Source: an optimization exercise on an open RTL-to-GDS flow (aim: small area, a short achievable clock period and few clock cycles). Production flows keep margins and buffers that such runs may drop. Only simulation tests tie the RTL to the original design; equivalence was not proved. No activity file was given, so power comes from the tool's default toggle rates.

run A:
// bitmove_top
module bitmove_top #(
    parameter int FIFO_DEPTH = 4
) (
    input  logic                           clk,
    input  logic                           arst_n,
    input  logic                           reg_sel,
    input  logic                           reg_write,
    input  bitmove_pkg::reg_addr_t         reg_addr,
    input  bitmove_pkg::word_t             reg_wdata,
    output bitmove_pkg::word_t             reg_rdata,
    output logic                           done,
    output logic                           mem_req,
    output logic                           mem_we,
    output logic [bitmove_pkg::ADDR_W-1:0] mem_addr,
    output bitmove_pkg::word_t             mem_wdata,
    input  logic                           mem_hold,
    input  bitmove_pkg::word_t             mem_rdata
);
Size: roughly 170 I/O pins, roughly 0.014 sq mm of cells after synthesis.
==> flow/config.mk <==
export PLATFORM = sky130hd
export DESIGN_NAME = bitmove_top
export DESIGN_NICKNAME = bitmove_top
export VERILOG_FILES = /design/flow/design.v
export SDC_FILE = /design/flow/constraint.sdc
export NUM_CORES = 4
export LEC_CHECK = 0
export CAP_MARGIN = 20
export CORE_MARGIN = 2
export CORE_UTILIZATION = 40
export SETUP_SLACK_MARGIN = 3.8
export SLEW_MARGIN = 20
==> flow/constraint.sdc <==
create_clock -name core_clock -period 8.0 [get_ports {clk}]
set_input_delay 1.6000 -clock core_clock [delete_from_list [all_inputs] [get_ports {clk}]]
set_output_delay 1.6000 -clock core_clock [all_outputs]
set_load 0.01 [all_outputs]
standard.sh (not shown) runs the stock make flow with config.mk's settings and CLKGATE_MAP_FILE= SYNTH_SCRIPT=/design/flow/synth_recipe.tcl, a recipe that flattens the netlist after the stock synthesis.
==> flow/flow/run.sh <==
#!/bin/bash
# The standard layout with two changes:
#  - synthesis maps logic with an area-oriented ABC script and plain gates
#    for adders (registers are mapped as in the standard synthesis);
#  - each port gets the smallest buffer; timing repair upsizes where needed.
set -euo pipefail
here=$(pwd)
{ head -n 1 synth_recipe.tcl; cat flow/abc_area.tcl; tail -n +2 synth_recipe.tcl; } > own_synth.tcl
sed "s|$here/synth_recipe.tcl|$here/own_synth.tcl|" standard.sh > own_standard.sh
grep -q own_synth.tcl own_standard.sh
export OWN_ABC_SCRIPT='+strash;&get,-n;&st;&syn2;&dch;&nf,-a,-R,1000;&st;&syn2;&dch;&nf,-a,-R,1000;&put;dnsize'
export ADDER_MAP_FILE=
export BUFFER_PORTS_ARGS="-buffer_cell sky130_fd_sc_hd__buf_1"
bash own_standard.sh > standard.log 2>&1
==> flow/flow/abc_area.tcl <==
# Sourced into the synthesis script after its first line: ORFS's abc call is
# redirected to an area-oriented mapping script (flops are mapped before abc,
# so the registers are those of the standard synthesis).
proc abc {args} {
  set i [lsearch -exact $args -script]
  if {$i >= 0} { set args [lreplace $args $i [expr {$i + 1}] -script $::env(OWN_ABC_SCRIPT)] }
  set j [lsearch -exact $args -D]
  if {$j >= 0} { set args [lreplace $args $j [expr {$j + 1}]] }
  yosys abc {*}$args
}
Run A | stages: all done | timing, DRC, antenna: all pass
Testbench counts of run A, summed over its fixed seeds: cycles 9,457.
The inputs of run B differ from those of run A as listed below.
Settings: swapping 3.8 for 4.2 in SETUP_SLACK_MARGIN.
Notes after the runs:
Compared with run A, number of DRC markers in iteration 0 in run B increased by a few percent. Vias per cell was lower in run A than in run B. Number of clock buffer instances in the layout (higher): run A. Diff run A..run B | sequential cell count | negligible. Between run B and run A, the met1 track demand over resource is lower for run A. Going from run A to run B, final cell count grew by 96; routed length per instance grew by 2.1 microns. Diff run A -> run B: maximum clock rate rose about 1%; part of the total power dissipated in combinational logic rose 6.6 points. Density: run B denser than run A. Compare run B and run A | ratio of final minimum period to clock period higher: run A.
Inputs modified between run B and run C:
Settings: SETUP_SLACK_MARGIN now 4.0, was 4.2.
Notes after the runs:
- Of the two values seen for capture point of the critical path, reg_rdata[0] was produced by run C and reg_rdata[4] by run B.
- Diff run B -> run C | power | down by more than 10%
- Run C vs run B — global-route wire length before repair dropped by a few percent
- Any difference in count of buffering cells on the critical path with inverters included between run B and run C is small enough to ignore.
Input-level comparison between run D and run C:
Settings: TNS_END_PERCENT now 10, previously not set.
Notes after the runs:
[diff] wire length, run D relative to run C: improvement
When run D is set beside run C, its final worst-path cycle share turns out to be 2.2 points larger.
Run D vs run C — register share of the cell area rose 0.64 points.
The higher non-clock buffer count of run C and run D is in run D.
Fraction of power consumed by combinational cells (run D over run C): decrease, 1.2 points
Compared with run C, run D degrades first-iteration DRC count.
In run D the cell area after layout turned out 1.5% lower than in run C.
Worst setup path startpoint = reg_addr[0]: run D; worst setup path startpoint = reg_addr[1]: run C
What run E does differently from run D at the input level:
Settings: clearing TNS_END_PERCENT, which used to be 10; swapping 4.0 for 3.8 in SETUP_SLACK_MARGIN.
--- a/flow/flow/run.sh
+++ b/flow/flow/run.sh
@@ -3 +3 @@
-#  - synthesis maps logic with an area-oriented ABC script and plain gates
+#  - synthesis maps logic with Yosys's default ABC script and plain gates
@@ -11 +10,0 @@
-export OWN_ABC_SCRIPT='+strash;&get,-n;&st;&syn2;&dch;&nf,-a,-R,1000;&st;&syn2;&dch;&nf,-a,-R,1000;&put;dnsize'
--- a/flow/flow/abc_area.tcl
+++ b/flow/flow/abc_area.tcl
@@ -2 +2 @@
-# redirected to an area-oriented mapping script (flops are mapped before abc,
+# redirected to Yosys's default ABC mapping script (flops are mapped before abc,
@@ -6 +6 @@
-  if {$i >= 0} { set args [lreplace $args $i [expr {$i + 1}] -script $::env(OWN_ABC_SCRIPT)] }
+  if {$i >= 0} { set args [lreplace $args $i [expr {$i + 1}]] }
--- outcome ---
- Run E reports its critical path endpoint as reg_rdata[0] while run D reports reg_rdata[15].
- Diff run D -> run E: net switching component of the power increased by 12% relative to the old numbers, power share of the sequential group fell by 2.4 points, final area increased about 4%, share of the clock period used by the worst path fell 0.59 points.
- Number of fill cells was lower in run D than in run E.
- Against run D, run E comes in 7.0% higher on die area.
- Run E vs. run D: non-clock buffer count now sits lower, path length in cells of the critical path now sits lower, worst setup slack now sits higher.

-- what the ideal ports hide --
The flow's constraints put no driver on any port. The routed layouts listed below were extracted and timed again, unchanged, in two steps. Step 1 sets driving cells, clkbuf_16 on the clock port and buf_2 on the other inputs (assumed; they add their load-dependent delay and slew). Step 2 also shifts input and output timing later by t, the mid clock arrival at the registers, as if the neighbouring blocks saw the same clock. Slacks: no drivers / after step 1 / after step 2; pairs: no drivers / after step 1.
| run | t, ns | setup slack, ns | worst setup path after step 2 | slew at the worst register clock pin (ns) |
|---|---|---|---|---|
| run A | 0.610 | 3.834 / 3.803 / 3.803 | input to output | 0.06 / 0.06 |
| run B | 0.617 | 3.877 / 3.720 / 3.720 | input to output | 0.06 / 0.06 |
| run C | 0.613 | 3.911 / 3.790 / 3.790 | input to output | 0.06 / 0.06 |
| run D | 0.599 | 3.736 / 3.691 / 3.691 | input to output | 0.07 / 0.07 |
| run E | 0.622 | 3.783 / 3.737 / 3.737 | input to output | 0.07 / 0.07 |
After both steps every run listed still meets setup and hold. The setup slack of run B, which loses most, moves by -0.157 ns with the drivers and by -0.157 ns with both steps.
